From an optimization exercise on the open Yosys and OpenROAD flow, aimed at small area; shortcuts taken in it are not production practice.
Only simulation tests tie the RTL to the original design; equivalence was not proved.
No activity file was given, so power comes from the tool's default toggle rates.

Setup of run 1:
==> flow/design.v (excerpt) <==
module dmem_responder (
    input  logic        CLK,
    input  logic        reset,
    input  logic        req_valid,
    output logic        req_ready,
    input  logic        req_write,
    input  logic [63:0] req_addr,
    input  logic [63:0] req_wdata,
    output logic        rsp_valid,
    input  logic        rsp_ready,
    output logic [63:0] rsp_rdata,
    output logic        rsp_err
);
    localparam int D    = dmem_pkg::DEPTH;
    localparam int IW   = dmem_pkg::IDX_W;
    localparam int NT   = dmem_pkg::N_TAP;
    localparam int STEP = dmem_pkg::STEP;
    localparam logic [1:0] ST_IDLE = 2'd0;
    localparam logic [1:0] ST_W1   = 2'd1;
    localparam logic [1:0] ST_W2   = 2'd2;
    localparam logic [1:0] ST_RESP = 2'd3;
    logic [1:0]    r_state;
    logic [IW-1:0] r_nphase;     
    logic [IW-1:0] r_pos;        
    logic          r_err;
    logic          r_ok;         
    logic          r_got;        
    logic          r_pend;       
    logic [63:0]   r_data;
    logic [NT-1:0] w_wr_sel;     
    logic [NT-1:0] w_wr_hold;    
    logic [D*64-1:0] r_slot;     
    logic [dmem_pkg::CLR_W-1:0] r_clr;   
    logic          w_clr;        
  ...
Size in the first run: about 3,100 cells after synthesis, about 2,100 flip-flops, ~200 I/O pins, ~52,000 um2 of cells after synthesis.
clock: 6.0 ns
lec_check: 0
cap_margin: 20
core_margin: 2
core_utilization: 88
cts_buf_list: sky130_fd_sc_hd__clkbuf_16
cts_cluster_diameter: 100
cts_cluster_size: 30
slew_margin: 20
synth_hierarchical: 1
standard.sh (not shown) runs the stock make flow with config.mk's settings and CLKGATE_MAP_FILE= SYNTH_SCRIPT=/design/flow/synth_recipe.tcl, a recipe that flattens the netlist after the stock synthesis.
==> flow/flow/run.sh <==
#!/bin/bash
# Own layout flow: the standard ORFS flow (standard.sh), run whole, with two
# changes passed through ORFS's own environment hooks:
#  - port buffers are sky130_fd_sc_hd__buf_1 instead of the default pick
#    (every input and output port still gets its buffer);
#  - clock tree synthesis clusters about 20 flip-flops per leaf buffer within
#    60 um, with clkbuf_8 buffers, and inserts no dummy loads.
# The full output of the make run is kept in flow_make.log in this folder;
# ORFS's per-step logs stay under orfs/logs/.
set -euo pipefail
export BUFFER_PORTS_ARGS="-buffer_cell sky130_fd_sc_hd__buf_1"
export CTS_ARGS="-sink_clustering_enable -repair_clock_nets -dont_use_dummy_load -buf_list sky130_fd_sc_hd__clkbuf_8 -sink_clustering_size 20 -sink_clustering_max_diameter 60"
bash standard.sh finish > flow_make.log 2>&1
The flow ended early for run 1: it failed with a tool error in detailed placement.
Edits applied to the flow inputs when going from run 1 to run 2:
# run 1
export LEC_CHECK = 0
export CAP_MARGIN = 20
export CORE_MARGIN = 2
export CORE_UTILIZATION = 88
export CTS_BUF_LIST = sky130_fd_sc_hd__clkbuf_16
export CTS_CLUSTER_DIAMETER = 100
export CTS_CLUSTER_SIZE = 30
export SLEW_MARGIN = 20
export SYNTH_HIERARCHICAL = 1
create_clock -name core_clock -period 6.0 [get_ports {CLK}]
# run 2
export LEC_CHECK = 0
export CAP_MARGIN = 20
export CORE_MARGIN = 2
export CORE_UTILIZATION = 80
export CTS_BUF_LIST = sky130_fd_sc_hd__clkbuf_16
export CTS_CLUSTER_DIAMETER = 100
export CTS_CLUSTER_SIZE = 30
export SETUP_SLACK_MARGIN = 0.3
export SLEW_MARGIN = 20
export SYNTH_HIERARCHICAL = 1
create_clock -name core_clock -period 6.0 [get_ports {CLK}]
==> flow/run.sh (new file) <==
#!/bin/bash
# synth_recipe.tcl (not shown) runs the flow's synth.tcl, then flattens the netlist and writes it again
# the make line also repeats each setting of config.mk as NAME=value (left out here)
make -C /OpenROAD-flow-scripts/flow DESIGN_CONFIG=/design/flow/config.mk WORK_HOME=/design/flow/orfs CLKGATE_MAP_FILE= SYNTH_SCRIPT=/design/flow/synth_recipe.tcl finish
removed: flow/flow/run.sh
removed: flow/standard.sh
--- outcome ---
Run 2 was carried through to the last stage, and its layout satisfied the timing, DRC and antenna checks.
Changes observed in run 2 relative to run 1: number of standard-cell rows in the floorplan +5, synthesized area ~0 delta.
Count of mapped cells out of synthesis: run 1 vs run 2 identical
From run 1 to run 2 the numbers moved as follows: effective utilization at floorplan now sits lower, share of synthesized area occupied by flip-flops and latches now sits at about the same level, number of unique standard cell types used by synthesis now sits at about the same level.
Of run 1 and run 2, run 1 shows the lower vertical die dimension, with run 2 above it.
Between run 1 and run 2, the flow reports post-detailed-placement half-perimeter wirelength decreasing by more than 10%.
Input-level comparison between run 3 and run 2:
# run 2
export LEC_CHECK = 0
export CAP_MARGIN = 20
export CORE_MARGIN = 2
export CORE_UTILIZATION = 80
export CTS_BUF_LIST = sky130_fd_sc_hd__clkbuf_16
export CTS_CLUSTER_DIAMETER = 100
export CTS_CLUSTER_SIZE = 30
export SETUP_SLACK_MARGIN = 0.3
export SLEW_MARGIN = 20
export SYNTH_HIERARCHICAL = 1
create_clock -name core_clock -period 6.0 [get_ports {CLK}]
# run 3
export LEC_CHECK = 0
export CAP_MARGIN = 5
export CORE_MARGIN = 2
export CORE_UTILIZATION = 80
export SLEW_MARGIN = 5
export SYNTH_HIERARCHICAL = 1
create_clock -name core_clock -period 6.0 [get_ports {CLK}]
==> flow/flow/run.sh (new file) <==
#!/bin/bash
# Own layout flow: the standard ORFS flow (standard.sh), run whole, with two
# changes passed through ORFS's own environment hooks:
#  - port buffers are sky130_fd_sc_hd__buf_1 instead of the default pick
#    (every input and output port still gets its buffer);
#  - clock tree synthesis clusters about 20 flip-flops per leaf buffer within
#    60 um, with clkbuf_8 buffers, and inserts no dummy loads.
# The full output of the make run is kept in flow_make.log in this folder;
# ORFS's per-step logs stay under orfs/logs/.
set -euo pipefail
export BUFFER_PORTS_ARGS="-buffer_cell sky130_fd_sc_hd__buf_1"
export CTS_ARGS="-sink_clustering_enable -repair_clock_nets -dont_use_dummy_load -buf_list sky130_fd_sc_hd__clkbuf_8 -sink_clustering_size 20 -sink_clustering_max_diameter 60"
bash standard.sh finish > flow_make.log 2>&1
==> flow/standard.sh (new file) <==
#!/bin/bash
# synth_recipe.tcl (not shown) runs the flow's synth.tcl, then flattens the netlist and writes it again
# the make line also repeats each setting of config.mk as NAME=value (left out here)
make -C /OpenROAD-flow-scripts/flow DESIGN_CONFIG=/design/flow/config.mk WORK_HOME=/design/flow/orfs CLKGATE_MAP_FILE= SYNTH_SCRIPT=/design/flow/synth_recipe.tcl "${@:-finish}"
removed: flow/run.sh
Run 3 reached the final stage; the timing, DRC and antenna checks on its layout passed. Run 2 -> run 3: ratio of total power to cell area decreased by a few percent. Taking run 2 as the reference, in run 3 cell area shrank by about 4%; worst setup slack shrank by 0.010 ns. For the post-route clock period utilization, run 3 came in 0.17 points higher than run 2 did. Taking run 3 over run 2, the layout buffer count excluding clock buffers ratio works out to 0.883.
Relative to run 3, the following input files were edited for run 4:
# run 3
export LEC_CHECK = 0
export CAP_MARGIN = 5
export CORE_MARGIN = 2
export CORE_UTILIZATION = 80
export SLEW_MARGIN = 5
export SYNTH_HIERARCHICAL = 1
create_clock -name core_clock -period 6.0 [get_ports {CLK}]
# run 4
export LEC_CHECK = 0
export CAP_MARGIN = 20
export CORE_MARGIN = 2
export CORE_UTILIZATION = 65
export CTS_BUF_LIST = sky130_fd_sc_hd__clkbuf_16
export CTS_CLUSTER_DIAMETER = 100
export CTS_CLUSTER_SIZE = 30
export SLEW_MARGIN = 20
export SYNTH_HIERARCHICAL = 1
create_clock -name core_clock -period 6.0 [get_ports {CLK}]
==> flow/flow/run.sh <==
#!/bin/bash
# Own layout flow: the standard ORFS flow (standard.sh), run whole, with two
# changes passed through ORFS's own environment hooks:
#  - port buffers are sky130_fd_sc_hd__buf_1 instead of the default pick
#    (every input and output port still gets its buffer);
#  - clock tree synthesis clusters about 16 flip-flops per leaf buffer within
#    50 um, with clkbuf_8 buffers, and inserts no dummy loads.
# The full output of the make run is kept in flow_make.log in this folder;
# ORFS's per-step logs stay under orfs/logs/.
set -euo pipefail
export BUFFER_PORTS_ARGS="-buffer_cell sky130_fd_sc_hd__buf_1"
export CTS_ARGS="-sink_clustering_enable -repair_clock_nets -dont_use_dummy_load -buf_list sky130_fd_sc_hd__clkbuf_8 -sink_clustering_size 16 -sink_clustering_max_diameter 50"
bash standard.sh finish > flow_make.log 2>&1
## What came out
Part of the power in registers (higher): run 3. Changes observed in run 4 relative to run 3: post-layout instance area up about 1.5%; overall global routing resource usage dropped 7.2 points. From run 4 to run 3, count of flip-flops with a built-in enable after synthesis did not move at all. [run 4] worst setup slack after layout rose 0.15 ns relative to run 3. Going from run 3 to run 4, routed length on met1 grows by 8.4%. Run 4 does better than run 3 on achievable frequency. Relative to run 3, the total power of run 4 is higher by 0.00071 W. Looking at final wirelength across run 3 and run 4, the one that comes out higher is run 3.
Inputs modified between run 4 and run 5:
# run 4
export LEC_CHECK = 0
export CAP_MARGIN = 20
export CORE_MARGIN = 2
export CORE_UTILIZATION = 65
export CTS_BUF_LIST = sky130_fd_sc_hd__clkbuf_16
export CTS_CLUSTER_DIAMETER = 100
export CTS_CLUSTER_SIZE = 30
export SLEW_MARGIN = 20
export SYNTH_HIERARCHICAL = 1
create_clock -name core_clock -period 6.0 [get_ports {CLK}]
# run 5
export LEC_CHECK = 0
export CAP_MARGIN = 20
export CORE_MARGIN = 2
export CORE_UTILIZATION = 80
export CTS_BUF_LIST = sky130_fd_sc_hd__clkbuf_16
export CTS_CLUSTER_DIAMETER = 100
export CTS_CLUSTER_SIZE = 30
export SLEW_MARGIN = 20
export SYNTH_HIERARCHICAL = 1
create_clock -name core_clock -period 6.0 [get_ports {CLK}]
==> flow/flow/run.sh <==
#!/bin/bash
# Own layout flow: the standard ORFS flow (standard.sh), run whole, with two
# changes passed through ORFS's own environment hooks:
#  - port buffers are sky130_fd_sc_hd__buf_1 instead of the default pick
#    (every input and output port still gets its buffer);
#  - clock tree synthesis clusters about 20 flip-flops per leaf buffer within
#    60 um, with clkbuf_8 buffers, and inserts no dummy loads.
# The full output of the make run is kept in flow_make.log in this folder;
# ORFS's per-step logs stay under orfs/logs/.
set -euo pipefail
export BUFFER_PORTS_ARGS="-buffer_cell sky130_fd_sc_hd__buf_1"
export CTS_ARGS="-sink_clustering_enable -repair_clock_nets -dont_use_dummy_load -buf_list sky130_fd_sc_hd__clkbuf_8 -sink_clustering_size 20 -sink_clustering_max_diameter 60"
bash standard.sh finish > flow_make.log 2>&1
[summary]
From run 4 to run 5 the numbers moved as follows: count of antenna diodes in the layout moved down, number of global-route vias before repair higher, number of buffers added by the clock tree synthesis step fell by 39, depth of the CTS H-tree went down by 1, worst path setup slack after routing went down 0.15 ns.
Between run 4 and run 5, the flow reports internal power decreasing by a few percent.
Post-route cell area improves in run 5 relative to run 4.
The clock skew of run 5 was superior to that of run 4.
Compared run 5 vs run 4, and power is down in run 5.
#### Input delta (run 6 over run 5)
# run 5
export LEC_CHECK = 0
export CAP_MARGIN = 20
export CORE_MARGIN = 2
export CORE_UTILIZATION = 80
export CTS_BUF_LIST = sky130_fd_sc_hd__clkbuf_16
export CTS_CLUSTER_DIAMETER = 100
export CTS_CLUSTER_SIZE = 30
export SLEW_MARGIN = 20
export SYNTH_HIERARCHICAL = 1
create_clock -name core_clock -period 6.0 [get_ports {CLK}]
# run 6
export LEC_CHECK = 0
export CAP_MARGIN = 20
export CORE_MARGIN = 2
export CORE_UTILIZATION = 65
export CTS_BUF_LIST = sky130_fd_sc_hd__clkbuf_16
export CTS_CLUSTER_DIAMETER = 100
export CTS_CLUSTER_SIZE = 30
export SLEW_MARGIN = 20
export SYNTH_HIERARCHICAL = 1
create_clock -name core_clock -period 6.0 [get_ports {CLK}]
Notes after the runs:
On overall power of the completed layout, run 5 and run 6 are basically level.
Re detailed-router iteration count before antenna repair: run 5 and run 6 aren't equal, and the lower value belongs to run 5.
Reported for run 5 and run 6, maximum number of pins on one net before global-route repair turned out identical to the last digit.
Changes observed in run 6 relative to run 5: worst-case reg-to-reg path depth roughly the same; sequential share of layout area dropped 0.44 points; count of placed standard cells in the final layout, fillers left out rose 206; die outline width now larger; fraction of the mapped netlist area in simple logic gates neither gained nor lost much.

[static timing again, ports no longer ideal]
The flow's constraints put no driver on any port. The routed layouts listed below were extracted and timed again, unchanged, in two steps.
Step 1, drivers: a clkbuf_16 drives CLK and a buf_2 each remaining input, both assumed.
Step 2 adds t to the input delays and takes it off the output delays; t is the mean of the earliest and latest rising clock arrival at the registers after step 1. Input paths then give back, and output paths get back, about the clock's delay inside the block.
Slacks: no drivers / after step 1 / after step 2; pairs: no drivers / after step 1.
run | shift t [ns] | setup WS [ns] | clock arrival spread, ns | slew at the worst register clock pin (ns) | worst slew at a driven data input, ns
run 2 | 0.746 | 0.255 / 0.227 / 0.227 | 0.030 / 0.030 | 0.12 / 0.12 | 0.07
run 3 | 0.809 | 0.244 / 0.177 / 0.578 | 0.074 / 0.074 | 0.12 / 0.12 | 0.08
run 4 | 0.840 | 0.389 / 0.326 / 0.647 | 0.103 / 0.103 | 0.10 / 0.10 | 0.13
run 5 | 0.809 | 0.244 / 0.177 / 0.578 | 0.074 / 0.074 | 0.12 / 0.12 | 0.08
run 6 | 0.795 | 0.422 / 0.359 / 0.669 | 0.090 / 0.090 | 0.12 / 0.12 | 0.13
After both steps every run listed still meets setup and hold. The setup slack of run 2, which loses most, moves by -0.028 ns with the drivers and by -0.028 ns with both steps.
